Context: an optimization exercise on an open-source flow, tuned for small area, a short achievable clock period and few clock cycles per item. The choices shown serve that exercise and are no tape-out recipe.
Function was checked by simulation only, so behaviour that the tests miss may differ from the original.
Power figures rest on the tool's default switching activity, not on a simulated workload.

==> trial 56: inputs <==
==> flow/design.v <==
package swer_pkg;
  localparam int NOW_W    = 32;
  localparam int ADD_W    = 16;
  localparam int CFG_W    = 7;
  localparam int BUCKET_W = 24;
  localparam int TOTAL_W  = 30;
  localparam logic [CFG_W-1:0]    CFG_RESET  = 7'd60;
  localparam logic [BUCKET_W-1:0] BUCKET_MAX = 24'hFF_FFFF;
  localparam logic [TOTAL_W-1:0]  TOTAL_MAX  = 30'h3FFF_FFFF;
endpackage
module swer_ram #(
  parameter int WIDTH = 30,
  parameter int DEPTH = 64
) (
  input  logic                     clk,
  input  logic                     wr_en,
  input  logic                     wr_all,
  input  logic                     wr_wrap,
  input  logic [$clog2(DEPTH)-1:0] wr_lo,
  input  logic [$clog2(DEPTH)-1:0] wr_hi,
  input  logic [WIDTH-1:0]         wr_data,
  input  logic [$clog2(DEPTH)-1:0] rd_addr,
  output logic [WIDTH-1:0]         rd_data
);
  localparam int AW = $clog2(DEPTH);
  logic [WIDTH-1:0] mem [DEPTH];
  always_ff @(posedge clk) begin
    for (int j = 0; j < DEPTH; j++) begin
      if (wr_en && (wr_all ||
                    (wr_wrap ? (AW'(j) >= wr_lo || AW'(j) <= wr_hi)
                             : (AW'(j) >= wr_lo && AW'(j) <= wr_hi)))) begin
        mem[j] <= wr_data;
      end
    end
  end
  assign rd_data = mem[rd_addr];
endmodule
module sliding_window_event_rate #(
  parameter int MAX_WINDOW = 64
) (
  input  logic                            clk,
  input  logic                            rst_n,
  input  logic                            cfg_valid,
  output logic                            cfg_ready,
  input  logic [swer_pkg::CFG_W-1:0]      cfg_window_seconds,
  input  logic                            in_valid,
  output logic                            in_ready,
  input  logic [swer_pkg::NOW_W-1:0]      in_now_seconds,
  input  logic [swer_pkg::ADD_W-1:0]      in_add_count,
  output logic                            out_valid,
  input  logic                            out_ready,
  output logic [swer_pkg::TOTAL_W-1:0]    out_window_total
);
  localparam int AW = $clog2(MAX_WINDOW);
  localparam int WW = $clog2(MAX_WINDOW + 1);
  localparam int TW = swer_pkg::TOTAL_W;
  localparam int BW = swer_pkg::BUCKET_W;
  localparam int NW = swer_pkg::NOW_W;
  localparam int DW = swer_pkg::ADD_W;
  logic          go;             
  logic          in_rdy_r, cfg_rdy_r, cfg_mode_r, clr_r;
  logic          in_fire, cfg_fire;
  logic [WW-1:0] w_r;            
  logic          v0, v1, v2, v3;
  logic [NW-1:0] now0;
  logic [DW-1:0] add0, add1, add2;
  logic [NW-1:0] last_r;
  logic          gt1, big1;
  logic [WW-1:0] dlo1;
  logic          gt2, full2, wrap2;
  logic [AW-1:0] lo2, hi2, rd2;
  logic [AW-1:0] slot_r, slot1_r;    
  logic [TW-1:0] acc_r, old3;
  logic [BW-1:0] bkt_r;
  logic          ov_r, sk_v;
  logic [TW-1:0] ov_tot, sk_tot;
  assign in_fire  = in_valid && in_rdy_r;
  assign cfg_fire = cfg_valid && cfg_rdy_r;
  assign go       = !sk_v;
  assign in_ready         = in_rdy_r;
  assign cfg_ready        = cfg_rdy_r;
  assign out_valid        = ov_r;
  assign out_window_total = ov_tot;
  always_ff @(posedge clk) begin
    if (go) begin
      now0 <= in_now_seconds;
      add0 <= in_add_count;
    end
  end
  logic [NW-1:0] delta;
  assign delta = now0 - last_r;
  always_ff @(posedge clk) begin
    if (!rst_n) begin
      last_r <= '0;
    end else if (go && v0 && now0 > last_r) begin
      last_r <= now0;
    end
    if (go) begin
      gt1  <= now0 > last_r;
      big1 <= |delta[NW-1:WW];
      dlo1 <= delta[WW-1:0];
      add1 <= add0;
    end
  end
  logic          full_s;
  logic [WW-1:0] k_s;
  logic [WW:0]   sum_c, sum_n;
  logic [WW:0]   sub_c, sub_n;
  logic [AW-1:0] slot_nx, rd_nx;
  assign full_s = gt1 && (big1 || dlo1 >= w_r);
  assign k_s    = (gt1 && !full_s) ? dlo1 : '0;
  assign sum_c  = (WW+1)'(slot_r) + (WW+1)'(k_s);
  assign sum_n  = (WW+1)'(slot1_r) + (WW+1)'(k_s);
  assign sub_c  = sum_c - (WW+1)'(w_r);
  assign sub_n  = sum_n - (WW+1)'(w_r);
  assign slot_nx = sub_c[WW] ? AW'(sum_c) : AW'(sub_c);
  assign rd_nx   = sub_n[WW] ? AW'(sum_n) : AW'(sub_n);
  always_ff @(posedge clk) begin
    if (clr_r) begin
      slot_r  <= '0;
      slot1_r <= (w_r == WW'(1)) ? AW'(0) : AW'(1);
    end else if (go && v1) begin
      slot_r  <= slot_nx;
      slot1_r <= rd_nx;
    end
    if (go) begin
      gt2   <= gt1;
      full2 <= full_s;
      lo2   <= slot1_r;
      hi2   <= slot_nx;
      wrap2 <= slot_nx < slot1_r;
      rd2   <= rd_nx;
      add2  <= add1;
    end
  end
  logic [TW-1:0] ring_rd;
  logic [BW:0]   bsum;
  logic          bsat;
  logic [BW-1:0] room;
  swer_ram #(
    .WIDTH (TW),
    .DEPTH (MAX_WINDOW)
  ) u_ring (
    .clk     (clk),
    .wr_en   (clr_r || (go && v2 && gt2)),
    .wr_all  (clr_r || full2),
    .wr_wrap (wrap2),
    .wr_lo   (lo2),
    .wr_hi   (hi2),
    .wr_data (acc_r),
    .rd_addr (rd2),
    .rd_data (ring_rd)
  );
  assign bsum = (BW+1)'(bkt_r) + (BW+1)'(add2);
  assign bsat = !gt2 && bsum[BW];
  assign room = swer_pkg::BUCKET_MAX - bkt_r;
  always_ff @(posedge clk) begin
    if (!rst_n) begin
      acc_r <= '0;
    end else if (go && v2) begin
      if (bsat) acc_r <= acc_r + TW'(room);
      else      acc_r <= acc_r + TW'(add2);
    end
    if (clr_r) begin
      bkt_r <= '0;
    end else if (go && v2) begin
      if (gt2)       bkt_r <= BW'(add2);
      else if (bsat) bkt_r <= swer_pkg::BUCKET_MAX;
      else           bkt_r <= bsum[BW-1:0];
    end
    if (go) begin
      old3 <= full2 ? acc_r : ring_rd;
    end
  end
  logic [TW-1:0] tot3;
  logic          take;
  assign tot3 = acc_r - old3;
  assign take = ov_r && out_ready;
  always_ff @(posedge clk) begin
    if (!rst_n) begin
      ov_r <= 1'b0;
      sk_v <= 1'b0;
    end else begin
      if (!ov_r || take) begin
        if (sk_v) begin
          ov_r <= 1'b1;
          sk_v <= 1'b0;
        end else begin
          ov_r <= v3;
        end
      end else if (v3 && go) begin
        sk_v <= 1'b1;
      end
    end
    if (!ov_r || take) begin
      ov_tot <= sk_v ? sk_tot : tot3;
    end
    if (go) begin
      sk_tot <= tot3;
    end
  end
  logic v0_nx, v1_nx, v2_nx, go_nx, mode_nx;
  assign v0_nx   = go ? in_fire : v0;
  assign v1_nx   = go ? v0 : v1;
  assign v2_nx   = go ? v1 : v2;
  assign go_nx   = !(ov_r && !take && (sk_v || (v3 && go)));
  assign mode_nx = (cfg_mode_r || cfg_valid) && !cfg_fire;
  always_ff @(posedge clk) begin
    if (!rst_n) begin
      v0         <= 1'b0;
      v1         <= 1'b0;
      v2         <= 1'b0;
      v3         <= 1'b0;
      in_rdy_r   <= 1'b0;
      cfg_rdy_r  <= 1'b0;
      cfg_mode_r <= 1'b0;
      clr_r      <= 1'b1;
      w_r        <= WW'(swer_pkg::CFG_RESET);
    end else begin
      v0         <= v0_nx;
      v1         <= v1_nx;
      if (go) begin
        v2 <= v1;
        v3 <= v2;
      end
      cfg_mode_r <= mode_nx;
      cfg_rdy_r  <= mode_nx && !v0_nx && !v1_nx && (!v2_nx || go_nx);
      in_rdy_r   <= !mode_nx && go_nx;
      clr_r      <= cfg_fire;
      if (cfg_fire) begin
        if (cfg_window_seconds == '0) begin
          w_r <= WW'(1);
        end else if (32'(cfg_window_seconds) > 32'(MAX_WINDOW)) begin
          w_r <= WW'(MAX_WINDOW);
        end else begin
          w_r <= WW'(cfg_window_seconds);
        end
      end
    end
  end
endmodule
==> flow/run.sh <==
#!/bin/bash
# synth_recipe.tcl (not shown) runs the flow's synth.tcl, then flattens the netlist and writes it again
# the make line also repeats each setting of config.mk as NAME=value (left out here)
make -C /OpenROAD-flow-scripts/flow DESIGN_CONFIG=/design/flow/config.mk WORK_HOME=/design/flow/orfs CLKGATE_MAP_FILE= SYNTH_SCRIPT=/design/flow/synth_recipe.tcl finish
==> flow/config.mk <==
export PLATFORM = sky130hd
export DESIGN_NAME = sliding_window_event_rate
export DESIGN_NICKNAME = sliding_window_event_rate
export VERILOG_FILES = /design/flow/design.v
export SDC_FILE = /design/flow/constraint.sdc
export NUM_CORES = 4
export LEC_CHECK = 0
export CAP_MARGIN = 20
export CORE_MARGIN = 2
export CORE_UTILIZATION = 40
export SLEW_MARGIN = 20
==> flow/constraint.sdc <==
create_clock -name core_clock -period 10.0 [get_ports {clk}]
set_input_delay 2.0000 -clock core_clock [delete_from_list [all_inputs] [get_ports {clk}]]
set_output_delay 2.0000 -clock core_clock [all_outputs]
set_load 0.01 [all_outputs]
==> build 65: changes against trial 56 <==
==> flow/design.v (replaced) <==
package swer_pkg;
  localparam int NOW_W    = 32;
  localparam int ADD_W    = 16;
  localparam int CFG_W    = 7;
  localparam int BUCKET_W = 24;
  localparam int TOTAL_W  = 30;
  localparam logic [CFG_W-1:0]    CFG_RESET  = 7'd60;
  localparam logic [BUCKET_W-1:0] BUCKET_MAX = 24'hFF_FFFF;
  localparam logic [TOTAL_W-1:0]  TOTAL_MAX  = 30'h3FFF_FFFF;
endpackage
module swer_ram #(
  parameter int WIDTH = 24,
  parameter int DEPTH = 64
) (
  input  logic                     clk,
  input  logic                     wr_en,
  input  logic                     wr_all,
  input  logic                     wr_wrap,
  input  logic [$clog2(DEPTH)-1:0] wr_lo,
  input  logic [$clog2(DEPTH)-1:0] wr_hi,
  input  logic [WIDTH-1:0]         wr_data,
  input  logic                     wr_carry,
  input  logic [$clog2(DEPTH)-1:0] rd_addr,
  output logic [WIDTH-1:0]         rd_data,
  output logic                     rd_carry,
  output logic [DEPTH-1:0]         carries
);
  localparam int AW = $clog2(DEPTH);
  logic [WIDTH-1:0] mem [DEPTH];
  logic [DEPTH-1:0] cy;
  always_ff @(posedge clk) begin
    for (int j = 0; j < DEPTH; j++) begin
      if (wr_en && (wr_all ||
                    (wr_wrap ? (AW'(j) >= wr_lo || AW'(j) <= wr_hi)
                             : (AW'(j) >= wr_lo && AW'(j) <= wr_hi)))) begin
        mem[j] <= wr_data;
        cy[j]  <= !wr_all && AW'(j) == wr_lo && wr_carry;
      end
    end
  end
  assign rd_data  = mem[rd_addr];
  assign rd_carry = cy[rd_addr];
  assign carries  = cy;
endmodule
module sliding_window_event_rate #(
  parameter int MAX_WINDOW = 64
) (
  input  logic                            clk,
  input  logic                            rst_n,
  input  logic                            cfg_valid,
  output logic                            cfg_ready,
  input  logic [swer_pkg::CFG_W-1:0]      cfg_window_seconds,
  input  logic                            in_valid,
  output logic                            in_ready,
  input  logic [swer_pkg::NOW_W-1:0]      in_now_seconds,
  input  logic [swer_pkg::ADD_W-1:0]      in_add_count,
  output logic                            out_valid,
  input  logic                            out_ready,
  output logic [swer_pkg::TOTAL_W-1:0]    out_window_total
);
  localparam int AW = $clog2(MAX_WINDOW);
  localparam int WW = $clog2(MAX_WINDOW + 1);
  localparam int TW = swer_pkg::TOTAL_W;
  localparam int BW = swer_pkg::BUCKET_W;
  localparam int HW = TW - BW;
  localparam int NW = swer_pkg::NOW_W;
  localparam int DW = swer_pkg::ADD_W;
  logic          go;             
  logic          in_rdy_r, cfg_rdy_r, cfg_mode_r, clr_r, clr_do;
  logic          in_fire, cfg_fire;
  logic [WW-1:0] w_r;            
  logic          v0, v1, v2, v3, v4;
  logic          ov_r, sk_v;
  logic [TW-1:0] ov_tot, sk_tot;
  assign in_fire  = in_valid && in_rdy_r;
  assign cfg_fire = cfg_valid && cfg_rdy_r;
  assign go       = !sk_v;
  assign clr_do   = clr_r && (go || !v3);
  assign in_ready         = in_rdy_r;
  assign cfg_ready        = cfg_rdy_r;
  assign out_valid        = ov_r;
  assign out_window_total = ov_tot;
  logic [NW-1:0] now0;
  logic [DW-1:0] add0;
  always_ff @(posedge clk) begin
    if (go) begin
      now0 <= in_now_seconds;
      add0 <= in_add_count;
    end
  end
  logic [NW-1:0] last_r;
  logic [NW-1:0] delta;
  logic          later;
  logic          gt1, big1;
  logic [WW-1:0] dlo1;
  logic [DW-1:0] add1;
  assign later = now0 > last_r;
  assign delta = now0 - last_r;
  always_ff @(posedge clk) begin
    if (!rst_n) begin
      last_r <= '0;
    end else if (go && v0 && later) begin
      last_r <= now0;
    end
    if (go) begin
      gt1  <= later;
      big1 <= |delta[NW-1:WW];
      dlo1 <= delta[WW-1:0];
      add1 <= add0;
    end
  end
  logic [AW-1:0] slot_r, slot1_r;
  logic          full_s, step_s, ge_c, ge_n;
  logic [WW:0]   sum_c, sum_n, sub_c, sub_n;
  logic [AW-1:0] slot_k, rd_k;
  logic          gt2, full2, wrap2;
  logic [AW-1:0] lo2, hi2, rd2;
  logic [DW-1:0] add2;
  assign full_s = gt1 && (big1 || dlo1 >= w_r);
  assign step_s = gt1 && !full_s;
  assign sum_c  = (WW+1)'(slot_r) + (WW+1)'(dlo1);
  assign sum_n  = (WW+1)'(slot1_r) + (WW+1)'(dlo1);
  assign sub_c  = sum_c - (WW+1)'(w_r);
  assign sub_n  = sum_n - (WW+1)'(w_r);
  assign ge_c   = !sub_c[WW];
  assign ge_n   = !sub_n[WW];
  assign slot_k = ge_c ? AW'(sub_c) : AW'(sum_c);
  assign rd_k   = ge_n ? AW'(sub_n) : AW'(sum_n);
  always_ff @(posedge clk) begin
    if (clr_do) begin
      slot_r  <= '0;
      slot1_r <= (w_r == WW'(1)) ? AW'(0) : AW'(1);
    end else if (go && v1 && step_s) begin
      slot_r  <= slot_k;
      slot1_r <= rd_k;
    end
    if (go) begin
      gt2   <= gt1;
      full2 <= full_s;
      lo2   <= slot1_r;
      hi2   <= slot_k;
      wrap2 <= ge_c && slot1_r != '0;
      rd2   <= step_s ? rd_k : slot1_r;
      add2  <= add1;
    end
  end
  logic [TW-1:0]         acc_r;
  logic [BW-1:0]         bkt_r;
  logic [HW-1:0]         hc_r;      
  logic [BW-1:0]         ring_rd;
  logic                  ring_cy;
  logic [MAX_WINDOW-1:0] ring_cys;
  logic [DW:0]           lsum;
  logic                  bsat;
  logic [TW-1:0]         acc_add;
  logic [TW-1:0]         asat_r;    
  logic [BW-1:0]         oldlo3;
  logic                  oldcy3;
  swer_ram #(
    .WIDTH (BW),
    .DEPTH (MAX_WINDOW)
  ) u_ring (
    .clk      (clk),
    .wr_en    (clr_do || (go && v2 && gt2)),
    .wr_all   (clr_do || full2),
    .wr_wrap  (wrap2),
    .wr_lo    (lo2),
    .wr_hi    (hi2),
    .wr_data  (acc_r[BW-1:0]),
    .wr_carry (acc_r[TW-1:BW] != hc_r),
    .rd_addr  (rd2),
    .rd_data  (ring_rd),
    .rd_carry (ring_cy),
    .carries  (ring_cys)
  );
  assign lsum    = (DW+1)'(bkt_r[DW-1:0]) + (DW+1)'(add2);
  assign bsat    = !gt2 && lsum[DW] && (&bkt_r[BW-1:DW]);
  assign acc_add = acc_r + TW'(add2);
  always_ff @(posedge clk) begin
    if (!rst_n) begin
      acc_r <= '0;
    end else if (go && v2) begin
      acc_r <= bsat ? asat_r : acc_add;
    end
    if (clr_do || (go && v2 && gt2)) begin
      hc_r   <= acc_r[TW-1:BW];
      asat_r <= acc_r + TW'(swer_pkg::BUCKET_MAX);
    end
    if (clr_do) begin
      bkt_r <= '0;
    end else if (go && v2) begin
      if (gt2)       bkt_r <= BW'(add2);
      else if (bsat) bkt_r <= swer_pkg::BUCKET_MAX;
      else           bkt_r <= {bkt_r[BW-1:DW] + (BW-DW)'(lsum[DW]), lsum[DW-1:0]};
    end
    if (go) begin
      oldlo3 <= full2 ? acc_r[BW-1:0] : ring_rd;
      oldcy3 <= !full2 && ring_cy;
    end
  end
  localparam int NG = MAX_WINDOW / 8;
  logic [BW:0]     lo_diff;
  logic [3:0]      grp [NG];
  logic [3:0]      grp4 [NG];
  logic [BW-1:0]   lo4;
  logic [HW-1:0]   hi4;
  always_comb begin
    for (int g = 0; g < NG; g++) begin
      grp[g] = '0;
      for (int b = 0; b < 8; b++) grp[g] = grp[g] + 4'(ring_cys[8*g+b]);
    end
  end
  assign lo_diff = {1'b0, acc_r[BW-1:0]} - {1'b0, oldlo3};
  always_ff @(posedge clk) begin
    if (go) begin
      for (int g = 0; g < NG; g++) grp4[g] <= grp[g];
      lo4 <= lo_diff[BW-1:0];
      hi4 <= acc_r[TW-1:BW] - hc_r - HW'(oldcy3) - HW'(lo_diff[BW]);
    end
  end
  logic [6:0]    ncy;
  logic [TW-1:0] tot5;
  logic          take;
  always_comb begin
    ncy = '0;
    for (int g = 0; g < NG; g++) ncy = ncy + 7'(grp4[g]);
  end
  assign tot5 = {hi4 + HW'(ncy), lo4};
  assign take = ov_r && out_ready;
  always_ff @(posedge clk) begin
    if (!rst_n) begin
      ov_r <= 1'b0;
      sk_v <= 1'b0;
    end else begin
      if (!ov_r || take) begin
        if (sk_v) begin
          ov_r <= 1'b1;
          sk_v <= 1'b0;
        end else begin
          ov_r <= v4;
        end
      end else if (v4 && go) begin
        sk_v <= 1'b1;
      end
    end
    if (!ov_r || take) begin
      ov_tot <= sk_v ? sk_tot : tot5;
    end
    if (go) begin
      sk_tot <= tot5;
    end
  end
  logic v0_nx, v1_nx, v2_nx, go_nx, mode_nx;
  assign v0_nx   = go ? in_fire : v0;
  assign v1_nx   = go ? v0 : v1;
  assign v2_nx   = go ? v1 : v2;
  assign go_nx   = !(ov_r && !take && (sk_v || (v4 && go)));
  assign mode_nx = (cfg_mode_r || cfg_valid) && !cfg_fire;
  always_ff @(posedge clk) begin
    if (!rst_n) begin
      v0         <= 1'b0;
      v1         <= 1'b0;
      v2         <= 1'b0;
      v3         <= 1'b0;
      v4         <= 1'b0;
      in_rdy_r   <= 1'b0;
      cfg_rdy_r  <= 1'b0;
      cfg_mode_r <= 1'b0;
      clr_r      <= 1'b1;
      w_r        <= WW'(swer_pkg::CFG_RESET);
    end else begin
      v0         <= v0_nx;
      v1         <= v1_nx;
      if (go) begin
        v2 <= v1;
        v3 <= v2;
        v4 <= v3;
      end
      cfg_mode_r <= mode_nx;
      cfg_rdy_r  <= mode_nx && !v0_nx && !v1_nx && (!v2_nx || go_nx);
      in_rdy_r   <= !mode_nx && go_nx;
      clr_r      <= cfg_fire || (clr_r && !clr_do);
      if (cfg_fire) begin
        if (cfg_window_seconds == '0) begin
          w_r <= WW'(1);
        end else if (32'(cfg_window_seconds) > 32'(MAX_WINDOW)) begin
          w_r <= WW'(MAX_WINDOW);
        end else begin
          w_r <= WW'(cfg_window_seconds);
        end
      end
    end
  end
endmodule
- CORE_UTILIZATION: 40 -> 60
- SETUP_SLACK_MARGIN: not set -> 5
==> run summary <==
Of build 65 and trial 56, trial 56 has the higher synthesized cell count (gap 1.5%, measured against trial 56).
Of build 65 and trial 56, trial 56 has the higher die area (gap about 37%, measured against trial 56).
Build 65 went through all stages and came out clean. Trial 56 finished clean.
In build 65 the sequential share of layout area is lower than in trial 56, by 2.2 points.
Of trial 56 and build 65, build 65 has the higher first-iteration DRC count (gap 1.1%, measured against build 65).
Sequential power is about the same in build 65 and trial 56.
Against trial 56, the clock power of build 65 is smaller by 14%.
==> figures <==
item	trial 56	build 65
Status	complete, no violations	complete, no violations
Worst Path Max Fanout	40	18
Sequential cells	2235	2009
Sw Ratio	26.2%	32.9%
Chip width	472 um	376 um
Number of flops mapped to enable cells by yosys	2096	1869
Mean instance size in the synthesized netlist	15.3 um^2	14.7 um^2
Capture endpoint of the worst hold path	add1[9]	add1[4]
Final period demand of the worst path	6060 ps	4840 ps
Proportion of layout cells with a drive suffix above 1	12.1%	12.1%
Signal arrival time at the worst endpoint	6810 ps	5410 ps
Area of all placed cells without fillers	101000 um^2	94000 um^2
Clock network power consumption	0.00845 W	0.00728 W
Testbench counts of trial 56, summed over its fixed seeds: cycles 9,704, items 9,600.
Testbench counts of build 65, summed over its fixed seeds: cycles 9,712, items 9,600.

-- re-timing with driven ports --
In the flow no input, the clock included, has a driving cell. The finished layouts below were timed again as built, in two steps.
Step 1 sets driving cells, clkbuf_16 on the clock port and buf_2 on the other inputs (assumed; they add their load-dependent delay and slew).
Step 2, shift: input delay + t, output delay - t, t = (earliest + latest rising clock arrival at the registers) / 2. This alone moves slack from input paths to output paths.
Three values: ideal, step 1, step 2; two values: the first two.
run | t, ns | setup WS [ns] | clock arrival spread, ns | worst data-port slew with drivers (ns)
trial 56 | 0.944 | 3.936 / 3.936 / 3.936 | 0.125 / 0.125 | 0.07
build 65 | 0.909 | 5.158 / 5.158 / 5.158 | 0.047 / 0.047 | 0.04
After both steps every run listed still meets setup and hold.
